Source: an optimization exercise on an open RTL-to-GDS flow (aim: small area, a short achievable clock period and few clock cycles per item). Production flows keep margins and buffers that such runs may drop. No functional check of the RTL was part of any run shown here.

==> config.mk <==
export PLATFORM = sky130hd
export DESIGN_NAME = aes128_iter_core
export DESIGN_NICKNAME = aes128_iter_core
export VERILOG_FILES = /design/flow/design.v
export SDC_FILE = /design/flow/constraint.sdc
export NUM_CORES = 4
export LEC_CHECK = 0
export CAP_MARGIN = 20
export CORE_MARGIN = 2
export CORE_UTILIZATION = 55
export PLACE_DENSITY = 0.75
export SETUP_SLACK_MARGIN = 3.2
export SLEW_MARGIN = 20
export SYNTH_HIERARCHICAL = 1
==> constraint.sdc <==
create_clock -name core_clock -period 6.5 [get_ports {clk}]
set_input_delay 1.3000 -clock core_clock [delete_from_list [all_inputs] [get_ports {clk}]]
set_output_delay 1.3000 -clock core_clock [all_outputs]
set_load 0.01 [all_outputs]
==> design.v <==
package aes_pkg;
    typedef logic [127:0] aes_state_t;
    typedef enum logic [1:0] {
        IDLE = 2'd0,
        RUN  = 2'd1,
        DONE = 2'd2
    } fsm_state_e;
    function automatic logic [7:0] rcon_of(input logic [3:0] r);
        case (r)
            4'd1:    rcon_of = 8'h01;
            4'd2:    rcon_of = 8'h02;
            4'd3:    rcon_of = 8'h04;
            4'd4:    rcon_of = 8'h08;
            4'd5:    rcon_of = 8'h10;
            4'd6:    rcon_of = 8'h20;
            4'd7:    rcon_of = 8'h40;
            4'd8:    rcon_of = 8'h80;
            4'd9:    rcon_of = 8'h1b;
            4'd10:   rcon_of = 8'h36;
            default: rcon_of = 8'h00;
        endcase
    endfunction
    localparam logic [2047:0] SBOX_TBL = {
        128'h637c777bf26b6fc53001672bfed7ab76,
        128'hca82c97dfa5947f0add4a2af9ca472c0,
        128'hb7fd9326363ff7cc34a5e5f171d83115,
        128'h04c723c31896059a071280e2eb27b275,
        128'h09832c1a1b6e5aa0523bd6b329e32f84,
        128'h53d100ed20fcb15b6acbbe394a4c58cf,
        128'hd0efaafb434d338545f9027f503c9fa8,
        128'h51a3408f929d38f5bcb6da2110fff3d2,
        128'hcd0c13ec5f974417c4a77e3d645d1973,
        128'h60814fdc222a908846eeb814de5e0bdb,
        128'he0323a0a4906245cc2d3ac629195e479,
        128'he7c8376d8dd54ea96c56f4ea657aae08,
        128'hba78252e1ca6b4c6e8dd741f4bbd8b8a,
        128'h703eb5664803f60e613557b986c11d9e,
        128'he1f8981169d98e949b1e87e9ce5528df,
        128'h8ca1890dbfe6426841992d0fb054bb16
    };
    function automatic logic [7:0] sbox(input logic [7:0] b);
        sbox = SBOX_TBL[{~b, 3'b000} +: 8];
    endfunction
    function automatic logic [7:0] xtime(input logic [7:0] b);
        xtime = {b[6:0], 1'b0} ^ (b[7] ? 8'h1b : 8'h00);
    endfunction
endpackage
module aes_g_xor2 (input logic a, input logic b, output logic y);
  assign y = a ^ b;
endmodule
module aes_g_xnor2 (input logic a, input logic b, output logic y);
  assign y = ~(a ^ b);
endmodule
module aes_g_nand2 (input logic a, input logic b, output logic y);
  assign y = ~(a & b);
endmodule
module aes_g_nor2 (input logic a, input logic b, output logic y);
  assign y = ~(a | b);
endmodule
module aes_g_a22oi (input logic a1, input logic a2, input logic b1, input logic b2, output logic y);
  assign y = ~((a1 & a2) | (b1 & b2));
endmodule
module aes_g_o21ai (input logic a1, input logic a2, input logic b1, output logic y);
  assign y = ~((a1 | a2) & b1);
endmodule
module aes_sbox_top (
    input  logic [7:0] x,
    output logic [3:0] m
);
  logic U0, U1, U2, U3, U4, U5, U6, U7;
  assign {U0, U1, U2, U3, U4, U5, U6, U7} = x;
  logic T7, T18, T19, M4, T3, T4, T13, T1, T5, T6, M1, M5;
  logic T2, T10, T24, M17, M14, T11, T15, M11, M15, M21, T20, T9;
  logic T12, T16, T17, M9, M6, M10, M19, T25, M23, T26, M8, T21;
  logic T22, M7, M18, T27, M12, M13, M22, T14, M3, T23, T8, M2;
  logic M16, M20, M25, M28, M27, M29, M31, M32, M33, M26, M24, M30;
  logic M34, M35, M36;
  aes_g_xnor2 g0 (.a(U1), .b(U2), .y(T7));
  aes_g_xnor2 g1 (.a(U3), .b(U7), .y(T18));
  aes_g_xor2 g2 (.a(T7), .b(T18), .y(T19));
  aes_g_nand2 g3 (.a(T19), .b(U7), .y(M4));
  aes_g_xor2 g4 (.a(U0), .b(U6), .y(T3));
  aes_g_xor2 g5 (.a(U3), .b(U5), .y(T4));
  aes_g_xor2 g6 (.a(T3), .b(T4), .y(T13));
  aes_g_xor2 g7 (.a(U0), .b(U3), .y(T1));
  aes_g_xor2 g8 (.a(U4), .b(U6), .y(T5));
  aes_g_xor2 g9 (.a(T1), .b(T5), .y(T6));
  aes_g_nand2 g10 (.a(T13), .b(T6), .y(M1));
  aes_g_xor2 g11 (.a(M4), .b(M1), .y(M5));
  aes_g_xor2 g12 (.a(U0), .b(U5), .y(T2));
  aes_g_xnor2 g13 (.a(T6), .b(T7), .y(T10));
  aes_g_xor2 g14 (.a(T2), .b(T10), .y(T24));
  aes_g_xor2 g15 (.a(M5), .b(T24), .y(M17));
  aes_g_nand2 g16 (.a(T2), .b(T10), .y(M14));
  aes_g_xor2 g17 (.a(U1), .b(U5), .y(T11));
  aes_g_xor2 g18 (.a(T5), .b(T11), .y(T15));
  aes_g_nand2 g19 (.a(T1), .b(T15), .y(M11));
  aes_g_xnor2 g20 (.a(M14), .b(M11), .y(M15));
  aes_g_xnor2 g21 (.a(M17), .b(M15), .y(M21));
  aes_g_xor2 g22 (.a(T1), .b(T19), .y(T20));
  aes_g_xnor2 g23 (.a(U7), .b(T7), .y(T9));
  aes_g_xor2 g24 (.a(U2), .b(U5), .y(T12));
  aes_g_xor2 g25 (.a(T5), .b(T12), .y(T16));
  aes_g_xor2 g26 (.a(T9), .b(T16), .y(T17));
  aes_g_nand2 g27 (.a(T20), .b(T17), .y(M9));
  aes_g_nand2 g28 (.a(T3), .b(T16), .y(M6));
  aes_g_xor2 g29 (.a(M9), .b(M6), .y(M10));
  aes_g_xnor2 g30 (.a(M10), .b(M15), .y(M19));
  aes_g_xnor2 g31 (.a(T20), .b(T17), .y(T25));
  aes_g_xnor2 g32 (.a(M19), .b(T25), .y(M23));
  aes_g_xnor2 g33 (.a(T3), .b(T16), .y(T26));
  aes_g_xnor2 g34 (.a(T26), .b(M6), .y(M8));
  aes_g_xnor2 g35 (.a(U6), .b(U7), .y(T21));
  aes_g_xor2 g36 (.a(T7), .b(T21), .y(T22));
  aes_g_nand2 g37 (.a(T22), .b(T9), .y(M7));
  aes_g_xor2 g38 (.a(M8), .b(M7), .y(M18));
  aes_g_xor2 g39 (.a(T1), .b(T12), .y(T27));
  aes_g_nand2 g40 (.a(T4), .b(T27), .y(M12));
  aes_g_xor2 g41 (.a(M12), .b(M11), .y(M13));
  aes_g_xor2 g42 (.a(M18), .b(M13), .y(M22));
  aes_g_xor2 g43 (.a(T6), .b(T11), .y(T14));
  aes_g_xnor2 g44 (.a(T14), .b(M1), .y(M3));
  aes_g_xor2 g45 (.a(T2), .b(T22), .y(T23));
  aes_g_xor2 g46 (.a(U7), .b(T6), .y(T8));
  aes_g_nand2 g47 (.a(T23), .b(T8), .y(M2));
  aes_g_xnor2 g48 (.a(M3), .b(M2), .y(M16));
  aes_g_xor2 g49 (.a(M16), .b(M13), .y(M20));
  aes_g_nand2 g50 (.a(M22), .b(M20), .y(M25));
  aes_g_xor2 g51 (.a(M23), .b(M25), .y(M28));
  aes_g_xnor2 g52 (.a(M20), .b(M21), .y(M27));
  aes_g_nor2 g53 (.a(M28), .b(M27), .y(M29));
  aes_g_xor2 g54 (.a(M21), .b(M29), .y(m[3]));
  aes_g_nand2 g55 (.a(M20), .b(M23), .y(M31));
  aes_g_nor2 g56 (.a(M27), .b(M31), .y(M32));
  aes_g_xor2 g57 (.a(M27), .b(M25), .y(M33));
  aes_g_xor2 g58 (.a(M32), .b(M33), .y(m[2]));
  aes_g_xor2 g59 (.a(M21), .b(M25), .y(M26));
  aes_g_xnor2 g60 (.a(M22), .b(M23), .y(M24));
  aes_g_nor2 g61 (.a(M26), .b(M24), .y(M30));
  aes_g_xor2 g62 (.a(M23), .b(M30), .y(m[1]));
  aes_g_nand2 g63 (.a(M21), .b(M22), .y(M34));
  aes_g_nor2 g64 (.a(M24), .b(M34), .y(M35));
  aes_g_xnor2 g65 (.a(M24), .b(M25), .y(M36));
  aes_g_xnor2 g66 (.a(M35), .b(M36), .y(m[0]));
endmodule
module aes_sbox_bot (
    input  logic [7:0] x,
    input  logic [3:0] m,
    output logic [7:0] y
);
  logic U0, U1, U2, U3, U4, U5, U6, U7;
  assign {U0, U1, U2, U3, U4, U5, U6, U7} = x;
  logic M37, M38, M39, M40;
  assign {M37, M38, M39, M40} = m;
  logic T7, T9, M50, M42, T1, M61, M41, M45, T4, M62, L0, L13;
  logic T2, T21, T22, T23, M56, L16, M63, T5, T6, T10, M54, M43;
  logic T3, M58, L4, L19, L1, L20, M44, M46, T8, M47, T13, M55;
  logic L3, L7, L21, M48, T12, T16, T17, M51, L12, L22, M59, L8;
  logic L18, L2, L23, L15, T11, T15, M52, T27, M53, L9, L24, M49;
  logic L5, L6, L10, L25, L26, L27, T18, T19, T20, M60, L11, L14;
  logic L28, M57, L17, L29;
  aes_g_xnor2 g0 (.a(U1), .b(U2), .y(T7));
  aes_g_xnor2 g1 (.a(U7), .b(T7), .y(T9));
  aes_g_nand2 g2 (.a(M38), .b(T9), .y(M50));
  aes_g_xor2 g3 (.a(M37), .b(M39), .y(M42));
  aes_g_xor2 g4 (.a(U0), .b(U3), .y(T1));
  aes_g_nand2 g5 (.a(M42), .b(T1), .y(M61));
  aes_g_xor2 g6 (.a(M38), .b(M40), .y(M41));
  aes_g_xor2 g7 (.a(M42), .b(M41), .y(M45));
  aes_g_xor2 g8 (.a(U3), .b(U5), .y(T4));
  aes_g_nand2 g9 (.a(M45), .b(T4), .y(M62));
  aes_g_xor2 g10 (.a(M61), .b(M62), .y(L0));
  aes_g_xor2 g11 (.a(M50), .b(L0), .y(L13));
  aes_g_xor2 g12 (.a(U0), .b(U5), .y(T2));
  aes_g_xnor2 g13 (.a(U6), .b(U7), .y(T21));
  aes_g_xor2 g14 (.a(T7), .b(T21), .y(T22));
  aes_g_xor2 g15 (.a(T2), .b(T22), .y(T23));
  aes_g_nand2 g16 (.a(M40), .b(T23), .y(M56));
  aes_g_xor2 g17 (.a(M56), .b(L0), .y(L16));
  aes_g_nand2 g18 (.a(M41), .b(T2), .y(M63));
  aes_g_xor2 g19 (.a(U4), .b(U6), .y(T5));
  aes_g_xor2 g20 (.a(T1), .b(T5), .y(T6));
  aes_g_xnor2 g21 (.a(T6), .b(T7), .y(T10));
  aes_g_nand2 g22 (.a(M41), .b(T10), .y(M54));
  aes_g_xor2 g23 (.a(M37), .b(M38), .y(M43));
  aes_g_xor2 g24 (.a(U0), .b(U6), .y(T3));
  aes_g_nand2 g25 (.a(M43), .b(T3), .y(M58));
  aes_g_xor2 g26 (.a(M54), .b(M58), .y(L4));
  aes_g_xor2 g27 (.a(M63), .b(L4), .y(L19));
  aes_g_xnor2 g28 (.a(M50), .b(M56), .y(L1));
  aes_g_xor2 g29 (.a(L0), .b(L1), .y(L20));
  aes_g_xor2 g30 (.a(M39), .b(M40), .y(M44));
  aes_g_nand2 g31 (.a(M44), .b(T6), .y(M46));
  aes_g_xor2 g32 (.a(U7), .b(T6), .y(T8));
  aes_g_nand2 g33 (.a(M40), .b(T8), .y(M47));
  aes_g_xor2 g34 (.a(T3), .b(T4), .y(T13));
  aes_g_nand2 g35 (.a(M44), .b(T13), .y(M55));
  aes_g_xnor2 g36 (.a(M47), .b(M55), .y(L3));
  aes_g_xnor2 g37 (.a(M46), .b(L3), .y(L7));
  aes_g_xnor2 g38 (.a(L1), .b(L7), .y(L21));
  aes_g_nand2 g39 (.a(M39), .b(U7), .y(M48));
  aes_g_xor2 g40 (.a(U2), .b(U5), .y(T12));
  aes_g_xor2 g41 (.a(T5), .b(T12), .y(T16));
  aes_g_xor2 g42 (.a(T9), .b(T16), .y(T17));
  aes_g_nand2 g43 (.a(M37), .b(T17), .y(M51));
  aes_g_xnor2 g44 (.a(M48), .b(M51), .y(L12));
  aes_g_xnor2 g45 (.a(L3), .b(L12), .y(L22));
  aes_g_nand2 g46 (.a(M38), .b(T22), .y(M59));
  aes_g_xnor2 g47 (.a(M51), .b(M59), .y(L8));
  aes_g_xnor2 g48 (.a(M58), .b(L8), .y(L18));
  aes_g_xnor2 g49 (.a(M46), .b(M48), .y(L2));
  aes_g_xor2 g50 (.a(L18), .b(L2), .y(L23));
  aes_g_xnor2 g51 (.a(M55), .b(L1), .y(L15));
  aes_g_xor2 g52 (.a(U1), .b(U5), .y(T11));
  aes_g_xor2 g53 (.a(T5), .b(T11), .y(T15));
  aes_g_nand2 g54 (.a(M42), .b(T15), .y(M52));
  aes_g_xor2 g55 (.a(T1), .b(T12), .y(T27));
  aes_g_nand2 g56 (.a(M45), .b(T27), .y(M53));
  aes_g_xnor2 g57 (.a(M52), .b(M53), .y(L9));
  aes_g_xnor2 g58 (.a(L15), .b(L9), .y(L24));
  aes_g_nand2 g59 (.a(M43), .b(T16), .y(M49));
  aes_g_xor2 g60 (.a(M49), .b(M61), .y(L5));
  aes_g_xnor2 g61 (.a(M62), .b(L5), .y(L6));
  aes_g_xor2 g62 (.a(M53), .b(L4), .y(L10));
  aes_g_xnor2 g63 (.a(L6), .b(L10), .y(L25));
  aes_g_xnor2 g64 (.a(L7), .b(L9), .y(L26));
  aes_g_xor2 g65 (.a(L8), .b(L10), .y(L27));
  aes_g_xnor2 g66 (.a(U3), .b(U7), .y(T18));
  aes_g_xor2 g67 (.a(T7), .b(T18), .y(T19));
  aes_g_xor2 g68 (.a(T1), .b(T19), .y(T20));
  aes_g_nand2 g69 (.a(M37), .b(T20), .y(M60));
  aes_g_xnor2 g70 (.a(M60), .b(L2), .y(L11));
  aes_g_xnor2 g71 (.a(M52), .b(M61), .y(L14));
  aes_g_xnor2 g72 (.a(L11), .b(L14), .y(L28));
  aes_g_nand2 g73 (.a(M39), .b(T19), .y(M57));
  aes_g_xor2 g74 (.a(M57), .b(L1), .y(L17));
  aes_g_xor2 g75 (.a(L11), .b(L17), .y(L29));
  aes_g_xnor2 g76 (.a(L6), .b(L23), .y(y[0]));
  aes_g_xor2 g77 (.a(L13), .b(L27), .y(y[1]));
  aes_g_xnor2 g78 (.a(L25), .b(L29), .y(y[2]));
  aes_g_xor2 g79 (.a(L20), .b(L22), .y(y[3]));
  aes_g_xnor2 g80 (.a(L6), .b(L21), .y(y[4]));
  aes_g_xnor2 g81 (.a(L19), .b(L28), .y(y[5]));
  aes_g_xnor2 g82 (.a(L16), .b(L26), .y(y[6]));
  aes_g_xnor2 g83 (.a(L6), .b(L24), .y(y[7]));
endmodule
module aes_mixcol (
    input  logic [31:0] col,
    output logic [31:0] res_n
);
  logic [7:0] a [4];
  logic [7:0] d [4];
  logic [7:0] s [4];
  logic [7:0] r [4];
  logic [7:0] b [4];
  assign a[0] = col[31 -: 8];
  assign res_n[31 -: 8] = b[0];
  assign a[1] = col[23 -: 8];
  assign res_n[23 -: 8] = b[1];
  assign a[2] = col[15 -: 8];
  assign res_n[15 -: 8] = b[2];
  assign a[3] = col[7 -: 8];
  assign res_n[7 -: 8] = b[3];
  aes_g_xor2 g0 (.a(a[0][0]), .b(a[1][0]), .y(d[0][0]));
  aes_g_xor2 g1 (.a(a[0][1]), .b(a[1][1]), .y(d[0][1]));
  aes_g_xor2 g2 (.a(a[0][2]), .b(a[1][2]), .y(d[0][2]));
  aes_g_xor2 g3 (.a(a[0][3]), .b(a[1][3]), .y(d[0][3]));
  aes_g_xor2 g4 (.a(a[0][4]), .b(a[1][4]), .y(d[0][4]));
  aes_g_xor2 g5 (.a(a[0][5]), .b(a[1][5]), .y(d[0][5]));
  aes_g_xor2 g6 (.a(a[0][6]), .b(a[1][6]), .y(d[0][6]));
  aes_g_xor2 g7 (.a(a[0][7]), .b(a[1][7]), .y(d[0][7]));
  aes_g_xor2 g8 (.a(a[1][0]), .b(a[2][0]), .y(d[1][0]));
  aes_g_xor2 g9 (.a(a[1][1]), .b(a[2][1]), .y(d[1][1]));
  aes_g_xor2 g10 (.a(a[1][2]), .b(a[2][2]), .y(d[1][2]));
  aes_g_xor2 g11 (.a(a[1][3]), .b(a[2][3]), .y(d[1][3]));
  aes_g_xor2 g12 (.a(a[1][4]), .b(a[2][4]), .y(d[1][4]));
  aes_g_xor2 g13 (.a(a[1][5]), .b(a[2][5]), .y(d[1][5]));
  aes_g_xor2 g14 (.a(a[1][6]), .b(a[2][6]), .y(d[1][6]));
  aes_g_xor2 g15 (.a(a[1][7]), .b(a[2][7]), .y(d[1][7]));
  aes_g_xor2 g16 (.a(a[2][0]), .b(a[3][0]), .y(d[2][0]));
  aes_g_xor2 g17 (.a(a[2][1]), .b(a[3][1]), .y(d[2][1]));
  aes_g_xor2 g18 (.a(a[2][2]), .b(a[3][2]), .y(d[2][2]));
  aes_g_xor2 g19 (.a(a[2][3]), .b(a[3][3]), .y(d[2][3]));
  aes_g_xor2 g20 (.a(a[2][4]), .b(a[3][4]), .y(d[2][4]));
  aes_g_xor2 g21 (.a(a[2][5]), .b(a[3][5]), .y(d[2][5]));
  aes_g_xor2 g22 (.a(a[2][6]), .b(a[3][6]), .y(d[2][6]));
  aes_g_xor2 g23 (.a(a[2][7]), .b(a[3][7]), .y(d[2][7]));
  aes_g_xor2 g24 (.a(a[3][0]), .b(a[0][0]), .y(d[3][0]));
  aes_g_xor2 g25 (.a(a[3][1]), .b(a[0][1]), .y(d[3][1]));
  aes_g_xor2 g26 (.a(a[3][2]), .b(a[0][2]), .y(d[3][2]));
  aes_g_xor2 g27 (.a(a[3][3]), .b(a[0][3]), .y(d[3][3]));
  aes_g_xor2 g28 (.a(a[3][4]), .b(a[0][4]), .y(d[3][4]));
  aes_g_xor2 g29 (.a(a[3][5]), .b(a[0][5]), .y(d[3][5]));
  aes_g_xor2 g30 (.a(a[3][6]), .b(a[0][6]), .y(d[3][6]));
  aes_g_xor2 g31 (.a(a[3][7]), .b(a[0][7]), .y(d[3][7]));
  aes_g_xor2 g32 (.a(a[1][0]), .b(d[2][0]), .y(s[0][0]));
  aes_g_xor2 g33 (.a(a[1][1]), .b(d[2][1]), .y(s[0][1]));
  aes_g_xor2 g34 (.a(a[1][2]), .b(d[2][2]), .y(s[0][2]));
  aes_g_xor2 g35 (.a(a[1][3]), .b(d[2][3]), .y(s[0][3]));
  aes_g_xor2 g36 (.a(a[1][4]), .b(d[2][4]), .y(s[0][4]));
  aes_g_xor2 g37 (.a(a[1][5]), .b(d[2][5]), .y(s[0][5]));
  aes_g_xor2 g38 (.a(a[1][6]), .b(d[2][6]), .y(s[0][6]));
  aes_g_xor2 g39 (.a(a[1][7]), .b(d[2][7]), .y(s[0][7]));
  aes_g_xor2 g40 (.a(a[2][0]), .b(d[3][0]), .y(s[1][0]));
  aes_g_xor2 g41 (.a(a[2][1]), .b(d[3][1]), .y(s[1][1]));
  aes_g_xor2 g42 (.a(a[2][2]), .b(d[3][2]), .y(s[1][2]));
  aes_g_xor2 g43 (.a(a[2][3]), .b(d[3][3]), .y(s[1][3]));
  aes_g_xor2 g44 (.a(a[2][4]), .b(d[3][4]), .y(s[1][4]));
  aes_g_xor2 g45 (.a(a[2][5]), .b(d[3][5]), .y(s[1][5]));
  aes_g_xor2 g46 (.a(a[2][6]), .b(d[3][6]), .y(s[1][6]));
  aes_g_xor2 g47 (.a(a[2][7]), .b(d[3][7]), .y(s[1][7]));
  aes_g_xor2 g48 (.a(a[3][0]), .b(d[0][0]), .y(s[2][0]));
  aes_g_xor2 g49 (.a(a[3][1]), .b(d[0][1]), .y(s[2][1]));
  aes_g_xor2 g50 (.a(a[3][2]), .b(d[0][2]), .y(s[2][2]));
  aes_g_xor2 g51 (.a(a[3][3]), .b(d[0][3]), .y(s[2][3]));
  aes_g_xor2 g52 (.a(a[3][4]), .b(d[0][4]), .y(s[2][4]));
  aes_g_xor2 g53 (.a(a[3][5]), .b(d[0][5]), .y(s[2][5]));
  aes_g_xor2 g54 (.a(a[3][6]), .b(d[0][6]), .y(s[2][6]));
  aes_g_xor2 g55 (.a(a[3][7]), .b(d[0][7]), .y(s[2][7]));
  aes_g_xor2 g56 (.a(a[0][0]), .b(d[1][0]), .y(s[3][0]));
  aes_g_xor2 g57 (.a(a[0][1]), .b(d[1][1]), .y(s[3][1]));
  aes_g_xor2 g58 (.a(a[0][2]), .b(d[1][2]), .y(s[3][2]));
  aes_g_xor2 g59 (.a(a[0][3]), .b(d[1][3]), .y(s[3][3]));
  aes_g_xor2 g60 (.a(a[0][4]), .b(d[1][4]), .y(s[3][4]));
  aes_g_xor2 g61 (.a(a[0][5]), .b(d[1][5]), .y(s[3][5]));
  aes_g_xor2 g62 (.a(a[0][6]), .b(d[1][6]), .y(s[3][6]));
  aes_g_xor2 g63 (.a(a[0][7]), .b(d[1][7]), .y(s[3][7]));
  assign r[0][0] = d[0][7];
  aes_g_xor2 g64 (.a(d[0][0]), .b(d[0][7]), .y(r[0][1]));
  assign r[0][2] = d[0][1];
  aes_g_xor2 g65 (.a(d[0][2]), .b(d[0][7]), .y(r[0][3]));
  aes_g_xor2 g66 (.a(d[0][3]), .b(d[0][7]), .y(r[0][4]));
  assign r[0][5] = d[0][4];
  assign r[0][6] = d[0][5];
  assign r[0][7] = d[0][6];
  assign r[1][0] = d[1][7];
  aes_g_xor2 g67 (.a(d[1][0]), .b(d[1][7]), .y(r[1][1]));
  assign r[1][2] = d[1][1];
  aes_g_xor2 g68 (.a(d[1][2]), .b(d[1][7]), .y(r[1][3]));
  aes_g_xor2 g69 (.a(d[1][3]), .b(d[1][7]), .y(r[1][4]));
  assign r[1][5] = d[1][4];
  assign r[1][6] = d[1][5];
  assign r[1][7] = d[1][6];
  assign r[2][0] = d[2][7];
  aes_g_xor2 g70 (.a(d[2][0]), .b(d[2][7]), .y(r[2][1]));
  assign r[2][2] = d[2][1];
  aes_g_xor2 g71 (.a(d[2][2]), .b(d[2][7]), .y(r[2][3]));
  aes_g_xor2 g72 (.a(d[2][3]), .b(d[2][7]), .y(r[2][4]));
  assign r[2][5] = d[2][4];
  assign r[2][6] = d[2][5];
  assign r[2][7] = d[2][6];
  assign r[3][0] = d[3][7];
  aes_g_xor2 g73 (.a(d[3][0]), .b(d[3][7]), .y(r[3][1]));
  assign r[3][2] = d[3][1];
  aes_g_xor2 g74 (.a(d[3][2]), .b(d[3][7]), .y(r[3][3]));
  aes_g_xor2 g75 (.a(d[3][3]), .b(d[3][7]), .y(r[3][4]));
  assign r[3][5] = d[3][4];
  assign r[3][6] = d[3][5];
  assign r[3][7] = d[3][6];
  aes_g_xnor2 g76 (.a(s[0][0]), .b(r[0][0]), .y(b[0][0]));
  aes_g_xnor2 g77 (.a(s[0][1]), .b(r[0][1]), .y(b[0][1]));
  aes_g_xnor2 g78 (.a(s[0][2]), .b(r[0][2]), .y(b[0][2]));
  aes_g_xnor2 g79 (.a(s[0][3]), .b(r[0][3]), .y(b[0][3]));
  aes_g_xnor2 g80 (.a(s[0][4]), .b(r[0][4]), .y(b[0][4]));
  aes_g_xnor2 g81 (.a(s[0][5]), .b(r[0][5]), .y(b[0][5]));
  aes_g_xnor2 g82 (.a(s[0][6]), .b(r[0][6]), .y(b[0][6]));
  aes_g_xnor2 g83 (.a(s[0][7]), .b(r[0][7]), .y(b[0][7]));
  aes_g_xnor2 g84 (.a(s[1][0]), .b(r[1][0]), .y(b[1][0]));
  aes_g_xnor2 g85 (.a(s[1][1]), .b(r[1][1]), .y(b[1][1]));
  aes_g_xnor2 g86 (.a(s[1][2]), .b(r[1][2]), .y(b[1][2]));
  aes_g_xnor2 g87 (.a(s[1][3]), .b(r[1][3]), .y(b[1][3]));
  aes_g_xnor2 g88 (.a(s[1][4]), .b(r[1][4]), .y(b[1][4]));
  aes_g_xnor2 g89 (.a(s[1][5]), .b(r[1][5]), .y(b[1][5]));
  aes_g_xnor2 g90 (.a(s[1][6]), .b(r[1][6]), .y(b[1][6]));
  aes_g_xnor2 g91 (.a(s[1][7]), .b(r[1][7]), .y(b[1][7]));
  aes_g_xnor2 g92 (.a(s[2][0]), .b(r[2][0]), .y(b[2][0]));
  aes_g_xnor2 g93 (.a(s[2][1]), .b(r[2][1]), .y(b[2][1]));
  aes_g_xnor2 g94 (.a(s[2][2]), .b(r[2][2]), .y(b[2][2]));
  aes_g_xnor2 g95 (.a(s[2][3]), .b(r[2][3]), .y(b[2][3]));
  aes_g_xnor2 g96 (.a(s[2][4]), .b(r[2][4]), .y(b[2][4]));
  aes_g_xnor2 g97 (.a(s[2][5]), .b(r[2][5]), .y(b[2][5]));
  aes_g_xnor2 g98 (.a(s[2][6]), .b(r[2][6]), .y(b[2][6]));
  aes_g_xnor2 g99 (.a(s[2][7]), .b(r[2][7]), .y(b[2][7]));
  aes_g_xnor2 g100 (.a(s[3][0]), .b(r[3][0]), .y(b[3][0]));
  aes_g_xnor2 g101 (.a(s[3][1]), .b(r[3][1]), .y(b[3][1]));
  aes_g_xnor2 g102 (.a(s[3][2]), .b(r[3][2]), .y(b[3][2]));
  aes_g_xnor2 g103 (.a(s[3][3]), .b(r[3][3]), .y(b[3][3]));
  aes_g_xnor2 g104 (.a(s[3][4]), .b(r[3][4]), .y(b[3][4]));
  aes_g_xnor2 g105 (.a(s[3][5]), .b(r[3][5]), .y(b[3][5]));
  aes_g_xnor2 g106 (.a(s[3][6]), .b(r[3][6]), .y(b[3][6]));
  aes_g_xnor2 g107 (.a(s[3][7]), .b(r[3][7]), .y(b[3][7]));
endmodule
module aes_xnor_bank #(
    parameter int unsigned W = 128
) (
    input  logic [W-1:0] a,
    input  logic [W-1:0] b,
    output logic [W-1:0] y
);
  for (genvar i = 0; i < W; i++) begin : g_bit
    aes_g_xnor2 u_x (.a(a[i]), .b(b[i]), .y(y[i]));
  end
endmodule
module aes_sel3_bank #(
    parameter int unsigned W = 128
) (
    input  logic         s0,
    input  logic         s1,
    input  logic         s01,
    input  logic [W-1:0] a,
    input  logic [W-1:0] b,
    input  logic [W-1:0] c_n,
    output logic [W-1:0] y
);
  for (genvar i = 0; i < W; i++) begin : g_bit
    logic x;
    aes_g_a22oi u_p (.a1(s0), .a2(a[i]), .b1(s1), .b2(b[i]), .y(x));
    aes_g_o21ai u_o (.a1(s01), .a2(c_n[i]), .b1(x), .y(y[i]));
  end
endmodule
module aes_xor_bank #(
    parameter int unsigned W = 128
) (
    input  logic [W-1:0] a,
    input  logic [W-1:0] b,
    output logic [W-1:0] y
);
  for (genvar i = 0; i < W; i++) begin : g_bit
    aes_g_xor2 u_x (.a(a[i]), .b(b[i]), .y(y[i]));
  end
endmodule
module aes128_iter_core #(
    parameter int unsigned ROUNDS_PER_CYCLE = 1
) (
    input  logic         clk,
    input  logic         rst_n,
    input  logic         in_valid,
    output logic         in_ready,
    input  logic [127:0] plaintext,
    input  logic [127:0] key,
    output logic         out_valid,
    input  logic         out_ready,
    output logic [127:0] ciphertext
);
    logic [127:0] a_s, a_k;         
    logic [127:0] b_u, b_k;         
    logic [63:0]  b_m;              
    logic [15:0]  b_km;             
    logic [127:0] o_ct;             
    logic         o_v;
    logic         va, pa;           
    logic [3:0]   ra;               
    logic         vb, pb, lb;       
    logic [3:0]   rb;               
    logic         fa;               
    logic         fp;               
    logic [127:0] u;
    logic [63:0]  m;
    logic [15:0]  km;
    logic [31:0]  w3a;
    aes_xor_bank #(.W(128)) u_ark (.a(a_s), .b(a_k), .y(u));
    for (genvar j = 0; j < 16; j++) begin : g_top
        aes_sbox_top u_st (.x(u[8*j +: 8]), .m(m[4*j +: 4]));
    end
    assign w3a = {a_k[23:0], a_k[31:24]};
    for (genvar j = 0; j < 4; j++) begin : g_ktop
        aes_sbox_top u_kt (.x(w3a[8*j +: 8]), .m(km[4*j +: 4]));
    end
    always_ff @(posedge clk) begin
        b_u  <= u;
        b_m  <= m;
        b_k  <= a_k;
        b_km <= km;
    end
    logic [127:0] sub, shf, mc_n, kn_n, fin_ct;
    logic [31:0]  w3b, subrot;
    logic [31:0]  w0, w1, w2, w3, p0, p1, p2, p3;
    logic [7:0]   rcon;
    for (genvar j = 0; j < 16; j++) begin : g_bot
        aes_sbox_bot u_sb (.x(b_u[8*j +: 8]), .m(b_m[4*j +: 4]), .y(sub[8*j +: 8]));
    end
    always_comb begin
        for (int c = 0; c < 4; c++) begin
            for (int r = 0; r < 4; r++) begin
                shf[127-8*(4*c+r) -: 8] = sub[127-8*(4*((c+r)%4)+r) -: 8];
            end
        end
    end
    for (genvar c = 0; c < 4; c++) begin : g_mc
        aes_mixcol u_mc (.col(shf[127-32*c -: 32]), .res_n(mc_n[127-32*c -: 32]));
    end
    assign w3b = {b_k[23:0], b_k[31:24]};
    for (genvar j = 0; j < 4; j++) begin : g_kbot
        aes_sbox_bot u_kb (.x(w3b[8*j +: 8]), .m(b_km[4*j +: 4]), .y(subrot[8*j +: 8]));
    end
    always_comb begin
        case (rb)
            4'd0:    rcon = 8'h01;
            4'd1:    rcon = 8'h02;
            4'd2:    rcon = 8'h04;
            4'd3:    rcon = 8'h08;
            4'd4:    rcon = 8'h10;
            4'd5:    rcon = 8'h20;
            4'd6:    rcon = 8'h40;
            4'd7:    rcon = 8'h80;
            4'd8:    rcon = 8'h1b;
            4'd9:    rcon = 8'h36;
            default: rcon = 8'h00;
        endcase
    end
    assign {w0, w1, w2, w3} = b_k;
    assign p0 = w0 ^ {rcon, 24'h0};
    assign p1 = p0 ^ w1;
    assign p2 = p1 ^ w2;
    assign p3 = p2 ^ w3;
    aes_xnor_bank #(.W(128)) u_kx (.a({p0, p1, p2, p3}), .b({4{subrot}}), .y(kn_n));
    aes_xnor_bank #(.W(128)) u_fin (.a(shf), .b(kn_n), .y(fin_ct));
    logic o_free, fin, wt, acc;
    logic va_n, pa_n, fa_n;
    logic [3:0] ra_n;
    assign o_free   = !o_v || out_ready;
    assign fin      = fp && o_free;
    assign wt       = lb && !fin;
    assign in_ready = !vb || fin;
    assign acc      = in_valid && in_ready;
    logic         sel_hold;
    logic [127:0] a_s_d, a_k_d;
    assign sel_hold = in_ready || wt;
    aes_sel3_bank #(.W(128)) u_sels (.s0(in_ready), .s1(wt), .s01(sel_hold),
                                     .a(plaintext), .b(b_u), .c_n(mc_n), .y(a_s_d));
    aes_sel3_bank #(.W(128)) u_selk (.s0(in_ready), .s1(wt), .s01(sel_hold),
                                     .a(key), .b(b_k), .c_n(kn_n), .y(a_k_d));
    always_ff @(posedge clk) begin
        a_s <= a_s_d;
        a_k <= a_k_d;
        if (fin) o_ct <= fin_ct;
    end
    always_comb begin
        va_n = vb && !fin;
        pa_n = pb;
        ra_n = rb + 4'd1;
        if (acc) begin
            va_n = 1'b1;
            pa_n = 1'b0;
            ra_n = 4'd0;
        end else if (wt) begin
            pa_n = ~pb;
            ra_n = rb;
        end
    end
    assign fa_n = !acc && !fa;
    always_ff @(posedge clk) begin
        ra <= ra_n;
        pa <= pa_n;
        rb <= ra;
        pb <= pa;
        fa <= fa_n;
        if (!rst_n) begin
            va  <= 1'b0;
            vb  <= 1'b0;
            lb  <= 1'b0;
            fp  <= 1'b0;
            o_v <= 1'b0;
        end else begin
            va <= va_n;
            vb <= va;
            lb <= va && (ra == 4'd9);
            fp <= va && (ra == 4'd9) && !pa && (!va_n || !fa_n);
            if (fin) begin
                o_v <= 1'b1;
            end else if (out_ready) begin
                o_v <= 1'b0;
            end
        end
    end
    assign out_valid  = o_v;
    assign ciphertext = o_ct;
endmodule
==> run.sh <==
#!/bin/bash
# synth_recipe.tcl (not shown) runs the flow's synth.tcl, then flattens the netlist and writes it again
# the make line also repeats each setting of config.mk as NAME=value (left out here)
make -C /OpenROAD-flow-scripts/flow DESIGN_CONFIG=/design/flow/config.mk WORK_HOME=/design/flow/orfs CLKGATE_MAP_FILE= SYNTH_SCRIPT=/design/flow/synth_recipe.tcl finish
==> reports/results.md, run 1 <==
| Result | Reported |
|:---|:---|
| Outcome | no timing/DRC/antenna violations |
| Highest-utilization routing layer at the global route stage | met2 |
| Cell area reported after detailed placement | 0.05800 mm2 |
| DP Worst Slack | 1.992 ns |
| Width of the die | 311.7 um |
| Ranking of synthesized cells by area | xor2_1, dfxtp_1, xnor2_1, edfxtp_1, a22oi_2 |
| Sum Neg Setup Slack | 0 ns |
| Worst hold-check path type | register to register |
| Row Count | 112 |
| Final worst-path setup slack | 2.943 ns |
| Total of buffers placed on input and output ports | 389 |
| Required time of the worst setup path | 7.02 ns |
| Starting DRT DRC Count | 3880 |
| Area of the core | 0.09361 mm2 |
| Post-synthesis to final-layout area growth | 38.04% |
| Overall overflow remaining after global route | 0 |
| Top achievable clock speed | 281.1 MHz |
| Nets | 6412 |
| Detail-routed net length per standard cell | 24.80 um |
| Critical Path Slowest Stage Cell | xor2_1 |
| H-tree depth reported by CTS | 3 |
| Critical Path Start Type | register |
| Clock slew at the register clock pins of the worst setup and hold paths | 0.06 ns |
| Number of buffers created by CTS | 85 |
| Peak per-stage delay on the critical path | 0.38 ns |
| Setup repair after global routing missed its margin | true |
| Length of the first detailed-routing pass in iterations | 5 |
| Ports placed on the boundary | 390 |
| Crit Path Max Fanout | 4 |
| EDFF count, synth | 128 |
| Worst Tran Pin Value | 1.199 ns |
| Met3 demand-to-capacity share in global routing | 0.05863 |
| Total DRC errors in the routed layout | 0 |
| Count of fill cells added during filler insertion | 5804 |
| Clock latency reported for the late side of the worst-skew pair | 0.68 ns |
| GR Util All Layers | 0.3438 |
| TritonCTS sink count | 744 |
| Count of state elements after synthesis | 744 |
| Sum of routed wire length over all layers | 185500 um |
| Number of pins with negative max-slew slack in the final report | 0 |
| Worst Setup Path Type | register to register |
| Final hold violations | 0 |
| Number of hold buffers added after CTS | 0 |
| Final critical delay including setup and external delays | 3.557 ns |
| Most repeated library cell on the critical path | xor2_1 |
| Total placed cells including tap cells | 6933 |
| Number of antenna diodes | 0 |
| Gpl congestion | 1.022 |
| Vias per Instance | 5.522 |
| Sequential-to-total area share from yosys stat | 0.3106 |
| Count of mapped cells out of synthesis | 5247 |
| Per-instance average area after synthesis | 9.925 um2 |
| Via count of the first global-routing pass | 39.84k |
| Total of max-cap violations | 0 |
| Slew HR | 0.2009 |
| Antenna violation net count after detailed routing | 0 |
| Initial standard-cell utilization of the core | 0.5563 |
| Clock tree root driver cell | clkbuf_16 |
| Final period util | 0.5473 |
| Post-synth top area share | 0.3258 |
| Buffer levels on the longest clock path | 3 |
| Crit path arrival time | 4.08 ns |
| Synth async-reset ratio | 0 |
| Mapped Area | 0.05208 mm2 |
| HPWL after DPL | 130300 um |
| Initial antenna violation count | 6 |
| Filler-free cell count of the finished design | 7478 |
| Most common cell in the synthesized netlist | xor2_1 |
| Buf/Inv on CP | 1 |
| Worst Clk Skew | 0.02690 ns |
| Number of distinct library cell variants in the gate-level netlist after synthesis | 31 |
| Wire length of the first global-routing pass | 251100 um |
| Clock tree from TritonCTS | built |
| Library cell with the largest summed area after synthesis | xor2_1 |
| Die Footprint | 0.09716 mm2 |
| Met1 demand-to-capacity share in global routing | 0.4455 |
| Met2 demand-to-capacity share in global routing | 0.5482 |
| Number of nets in the synthesized netlist | 5508 |
| Post-layout instance area | 0.07189 mm2 |
| Pin count of the biggest net entering global routing | 135 |
| Cells along the critical path | xnor2_4 > xor2_1 > xor2_1 > nand2_1 > xnor2_4 > xor2_1 > xor2_2 > buf_4 > xor2_1 > xor2_1 > xnor2_1 > o21ai_1 |
| # setup viols final | 0 |
| DR vias | 41.30k |
| Top_reg_cell synth | dfxtp_1 |
| Capturing element type of the critical path | register |
| Post-synth top cells | xor2_1, xnor2_1, dfxtp_1 |
| Worst path top cell family by delay | XOR/XNOR gates |
| Die height | 311.7 um |
| Fraction of layout cells with a size suffix above 1 | 0.2865 |
| Count of warnings emitted by yosys | 15 |
## Yosys stat by module, one instance, submodules excluded, excerpt
module            flip-flops and latches  area [um2]  cells
aes_g_nor2                             0       3.754      1
aes_g_nand2                            0       3.754      1
aes_g_o21ai                            0       5.005      1
aes_g_xor2                             0       8.758      1
aes_g_a22oi                            0       12.51      1
aes128_iter_core                     744       17400    899
aes_g_xnor2                            0       8.758      1
## registers in the layout (all words and copies together) (netlist names), 4 cells and up
| signal | count |
|---|---|
| rb | 4 |
| o_ct | 128 |
| ra | 4 |
| b_u | 128 |
| a_k | 128 |
| b_km | 16 |
| b_k | 128 |
| rcon | 8 |
| a_s | 128 |
| b_m | 64 |
## path summary, 6_finish.rpt
check                                       from                to  slack [ns]  depth (start not counted)
worst max-delay path            b_u[125]$_DFF_P_  a_s[124]$_DFF_P_        2.94                         12
worst min-delay path               pa$_SDFF_PP0_        pb$_DFF_P_        0.36                          0
worst max register to register  b_u[125]$_DFF_P_  a_s[124]$_DFF_P_        2.94                         12
worst min register to register     pa$_SDFF_PP0_        pb$_DFF_P_        0.36                          0
## kinds of logic (layout without fill, tap and decap cells)
logic type,after synthesis,in the layout,share of synthesized area
buffers and inverters,6,981,0.0004324
and+or+nand+nor,709,711,0.05230
adders and majority gates,1,1,0.0002402
AOI/OAI and AO/OA,524,524,0.08762
DFF,744,744,0.3106
muxes,1,1,0.0001922
xor gates and xnor gates,3262,3262,0.5486
## through the flow
step / hold WS, ns / utilization
after floorplan: 0.3290 / -
after global placement: 0.3377 / 0.6195
after detailed placement: 0.3507 / 0.6195
after CTS: 0.3557 / 0.7099
after global routing: 0.3614 / 0.7680
final: 0.3585 / 0.7680
## area by class of cell
cell class,instances,area (um2),area share
clock buffer,114,2457,0.03418
clock inverter,46,409.1,0.005691
inverter,3,11.26,0.0001566
multi-input combinational,4499,43420,0.6040
sequential,744,16420,0.2285
tap,1254,1569,0.02183
timing repair buffer,818,7596,0.1057
## cell usage in the layout (no fill, tap or decap), types with 8 or more instances in the layout
cell type and count:
xnor2_4 48, dfxtp_2 142, dfxtp_1 455, xor2_2 318, a22oi_2 256, clkbuf_1 13, clkbuf_8 9, nor2_1 87
edfxtp_1 128, xor2_1 1517, nand2_1 588, o21ai_1 256, clkinvlp_4 8, buf_12 35, clkinv_2 13, clkbuf_16 91
xnor2_1 975, dfxtp_4 19, xor2_4 102, xnor2_2 302, nand2_2 13, clkdlybuf4s50_1 387, buf_4 387
## repair_timing
action                                  CTS  global route
buffers inserted                        215           168
pin swaps                               153           211
gates cloned                              1             1
endpoints found under the setup margin  419           342
resized for setup                       528           600
## routing by layer
| layer | wire [um] | part of all wire |
|---|---|---|
| met3 | 16000 | 0.086 |
| met2 | 85870 | 0.46 |
| met5 | 41 | 0.00022 |
| met1 | 71100 | 0.38 |
| met4 | 12480 | 0.067 |
==> run 2, diff against run 1 <==
--- a/config.mk
+++ b/config.mk
@@ -11,3 +11,3 @@
 export PLACE_DENSITY = 0.75
-export SETUP_SLACK_MARGIN = 3.2
+export SETUP_SLACK_MARGIN = 2.8
 export SLEW_MARGIN = 20
==> run 2 against run 1 <==
  * Still clean on timing, DRC and antenna
  * Cell area decreased by 11%
  * Global-route usage fell by 1.5 points
  * Maximum frequency shrank 4.6%
  * Sequential cell count is the same
  * Worst hold slack worse by 0.00099 ns
  * Clock skew decreased by 0.00075 ns
  * Final cell count fell by 3.7%
  * Largest cell class unchanged
  * Highest routed layer is now met4
==> reports/results.md, run 2 <==
| Result | Reported | Delta |
|:---|:---|:---|
| Buffer levels on the longest clock path | 3 | unchanged |
| Antenna violation net count after detailed routing | 0 | unchanged |
| Clock tree root driver cell | clkbuf_16 |  |
| Clock latency reported for the late side of the worst-skew pair | 0.67 ns | about the same |
| Detail Route met2 WL | 75400 um | -12% |
| Fraction of layout cells with a size suffix above 1 | 0.1454 | -0.1410 |
| DP Worst Slack | 1.992 ns | unchanged |
| Slew HR | 0.2325 | +0.03161 |
| Startpoint of the most critical register-to-register path | b_u[81]$_DFF_P_ |  |
| Hold depth | 0 | unchanged |
| Number of antenna diodes | 0 | unchanged |
| Total of max-cap violations | 0 | unchanged |
| DR vias | 38.37k | -7.1% |
| Number of pins with negative max-slew slack in the final report | 0 | unchanged |
| Clock slew at the register clock pins of the worst setup and hold paths | 0.06 ns | about the same |
| Gpl congestion | 1.022 | unchanged |
| Mapped Area | 0.05208 mm2 | unchanged |
| Final hold violations | 0 | unchanged |
| H-tree depth reported by CTS | 3 | unchanged |
| Ports placed on the boundary | 390 | unchanged |
| Initial standard-cell utilization of the core | 0.5563 | unchanged |
| Outcome | no timing/DRC/antenna violations |  |
| Leading cell type in the layout, fill and taps excluded | xor2_1 |  |
| Uppermost layer routed | met4 |  |
| Count of warnings emitted by yosys | 15 | unchanged |
| Library cell with the largest summed area after synthesis | xor2_1 |  |
| Count of mapped cells out of synthesis | 5247 | unchanged |
| Starting DRT DRC Count | 3080 | -21% |
| EDFF count, synth | 128 | unchanged |
| TritonCTS sink count | 744 | unchanged |
| Final critical delay including setup and external delays | 3.728 ns | +0.1711 ns |
| Via count of the first global-routing pass | 37.85k | -5.0% |
| Initial antenna violation count | 2 | -4 |
| Post-layout instance area | 0.06428 mm2 | -11% |
| Wire length of the first global-routing pass | 240400 um | -4.2% |
| Post-synth top area share | 0.3258 | unchanged |
| Row Count | 112 | unchanged |
| Worst hold-check path type | register to register |  |
| GR Util All Layers | 0.3292 | -0.01461 |
| Post-synth top cells | xor2_1, xnor2_1, dfxtp_1 |  |
| Total of buffers placed on input and output ports | 389 | unchanged |
| Crit Path Max Fanout | 4 | unchanged |
| Sequential-to-total area share from yosys stat | 0.3106 | unchanged |
| HPWL after DPL | 130300 um | unchanged |
| Setup repair after global routing missed its margin | true |  |
| Detail-routed net length per standard cell | 23.13 um | -6.7% |
| Top achievable clock speed | 268.2 MHz | -4.6% |
| Required time of the worst setup path | 7.03 ns | about the same |
| Synth async-reset ratio | 0 | unchanged |
| Die Footprint | 0.09716 mm2 | unchanged |
| Final period util | 0.5736 | +0.02632 |
| Worst Setup Path Type | register to register |  |
| Nets | 6136 | -4.3% |
| Overall overflow remaining after global route | 0 | unchanged |
| Most common cell in the synthesized netlist | xor2_1 |  |
| Final Hold Slack | 0.3575 ns | -0.0009890 ns |
| CP Launch Point | b_u[81]$_DFF_P_ |  |
| Sum of routed wire length over all layers | 166600 um | -10% |
| Number of cells traversed by the worst register-to-register path | 12 | unchanged |
| Leading cell types in the layout, fill and taps excluded | xor2_1, xnor2_1, dfxtp_1, nand2_1, clkdlybuf4s50_1 |  |
| Vias per Instance | 5.327 | -3.5% |
| Cell area reported after detailed placement | 0.05800 mm2 | unchanged |
| Critical Path Start Type | register |  |
| Pin count of the biggest net entering global routing | 135 | unchanged |
| Top_reg_cell synth | dfxtp_1 |  |
| Die height | 311.7 um | unchanged |
| Width of the die | 311.7 um | unchanged |
| Number of buffers created by CTS | 85 | unchanged |
| Crit path arrival time | 4.26 ns | +0.18 ns |
| Per-instance average area after synthesis | 9.925 um2 | unchanged |
| Origin of the worst min-delay path | pa$_SDFF_PP0_ |  |
| Length of the first detailed-routing pass in iterations | 7 | +2 |
| Count of state elements after synthesis | 744 | unchanged |
| Post-synthesis to final-layout area growth | 23.43% |  |
| Detailed-routing wirelength on met1 | 69290 um | -2.5% |
| Area of the core | 0.09361 mm2 | unchanged |
| # setup viols final | 0 | unchanged |
| Clock tree from TritonCTS | built |  |
| Worst Clk Skew | 0.02614 ns | -0.0007505 ns |
| Total DRC errors in the routed layout | 0 | unchanged |
| Final worst-path setup slack | 2.772 ns | -0.1711 ns |
| Worst Tran Pin Value | 1.151 ns | -0.04741 ns |
| Fraction of the core area covered by cells at the end of the flow | 0.6867 | -0.08129 |
| Capturing element type of the critical path | register |  |
| Number of distinct library cell variants in the gate-level netlist after synthesis | 31 | unchanged |
| Ranking of synthesized cells by area | xor2_1, dfxtp_1, xnor2_1, edfxtp_1, a22oi_2 |  |
| Number of nets in the synthesized netlist | 5508 | unchanged |
| Met3 wire len | 12750 um | -20% |
run 2: changes by cell type in the layout (fill, tap and decap cells not counted), moves of 36 or more:
cell / previous run / this run
dfxtp_2: 142 / 2
xnor2_4: 48 / 12
buf_4: 387 / 141
xor2_4: 102 / 13
xor2_1: 1517 / 1816
xnor2_1: 975 / 1146
xnor2_2: 302 / 167
dfxtp_1: 455 / 614
xor2_2: 318 / 108
run 2: area by class of cell:
cell class / instances / area (um2)
tap: 1254 / 1569
fill: 7271 / 29330
timing repair buffer: 543 / 5207
sequential: 744 / 16180
clock inverter: 46 / 409.1
clock buffer: 114 / 2457
multi-input combinational: 4498 / 38450
inverter: 3 / 11.26
run 2: layer usage:
metal / vias to the layer above / track usage
met5: - / 0
met4: 0 / 0.1655
met3: 328 / 0.05178
met2: 1456 / 0.5230
met1: 18560 / 0.4341
li1: 18020 / -
run 2: path summary, 6_finish.rpt:
kind | endpoint | slack, ns
hold / removal | pb$_DFF_P_ | 0.36
setup / recovery | a_s[113]$_DFF_P_ | 2.77
setup reg to reg | a_s[113]$_DFF_P_ | 2.77
hold reg to reg | pb$_DFF_P_ | 0.36
run 2: worst max-delay path, stage by stage, from the launching register on:
cell and delay, ns:
dfxtp_1 0.49, xor2_2 0.36, xor2_1 0.25, xor2_1 0.16
nand2_1 0.11, xnor2_1 0.40, xnor2_1 0.17, xor2_1 0.20
xnor2_2 0.45, xor2_1 0.36, xor2_1 0.15, xnor2_1 0.36
o21ai_1 0.12
run 2: cell families after synthesis:
logic type | Yosys count | share of synthesized area
AOI/OAI and AO/OA | 524 | 0.08762
xor gates and xnor gates | 3262 | 0.5486
adders and majority gates | 1 | 0.0002402
buffers and inverters | 6 | 0.0004324
DFF | 744 | 0.3106
muxes | 1 | 0.0001922
and+or+nand+nor | 709 | 0.05230
run 2: stage by stage:
stage | TNS (ns) | instances
floorplan | -232.13 | 5247
global placement | 0 | 6933
detailed placement | 0 | 6933
CTS | 0 | 7114
global route | 0 | 7202
finish | 0 | 7202
run 2: modules after synthesis, one instance, submodules excluded, a selection:
module            cell area (um2)  copies in the design
aes_g_nand2                 3.754                   600
aes_g_o21ai                 5.005                   256
aes_g_a22oi                 12.51                   256
aes_g_nor2                  3.754                    80
aes128_iter_core            17400                     1
aes_g_xnor2                 8.758                  1324
aes_g_xor2                  8.758                  1832
run 2: timing repair:
item / 4_1_cts / 5_1_grt
setup endpoints to repair: 241 / 214
hold endpoints to repair: 0 / 0
hold buffers: 0 / 0
cloned: 1 / 0
setup buffers: 20 / 88
pin swaps: 19 / 52
resized for setup: 154 / 177

[afterwards: timing with drivers on the ports]
In the flow no input, the clock included, has a driving cell. The finished layouts below were timed again as built, in two steps. Step 1: set_driving_cell puts a clkbuf_16 on clk and a buf_2 on each other input, an assumption about the parent block. Step 2 also shifts input and output timing later by t, the mid clock arrival at the registers, as if the neighbouring blocks saw the same clock. Slacks: ideal / step 1 / step 2; pairs: ideal / step 1.
run | shift t [ns] | setup slack, ns | worst setup path after step 2 | slew at the worst register clock pin (ns) | worst data-port slew with drivers (ns)
run 1 | 0.736 | 2.943 / 2.943 / 2.578 | input to register | 0.07 / 0.07 | 0.07
run 2 | 0.731 | 2.772 / 2.772 / 2.239 | input to register | 0.06 / 0.06 | 0.07
After both steps setup and hold are still met in every run listed. For run 2, which loses most, drivers alone change the setup slack by 0.000 ns; drivers and shift together by -0.533 ns.
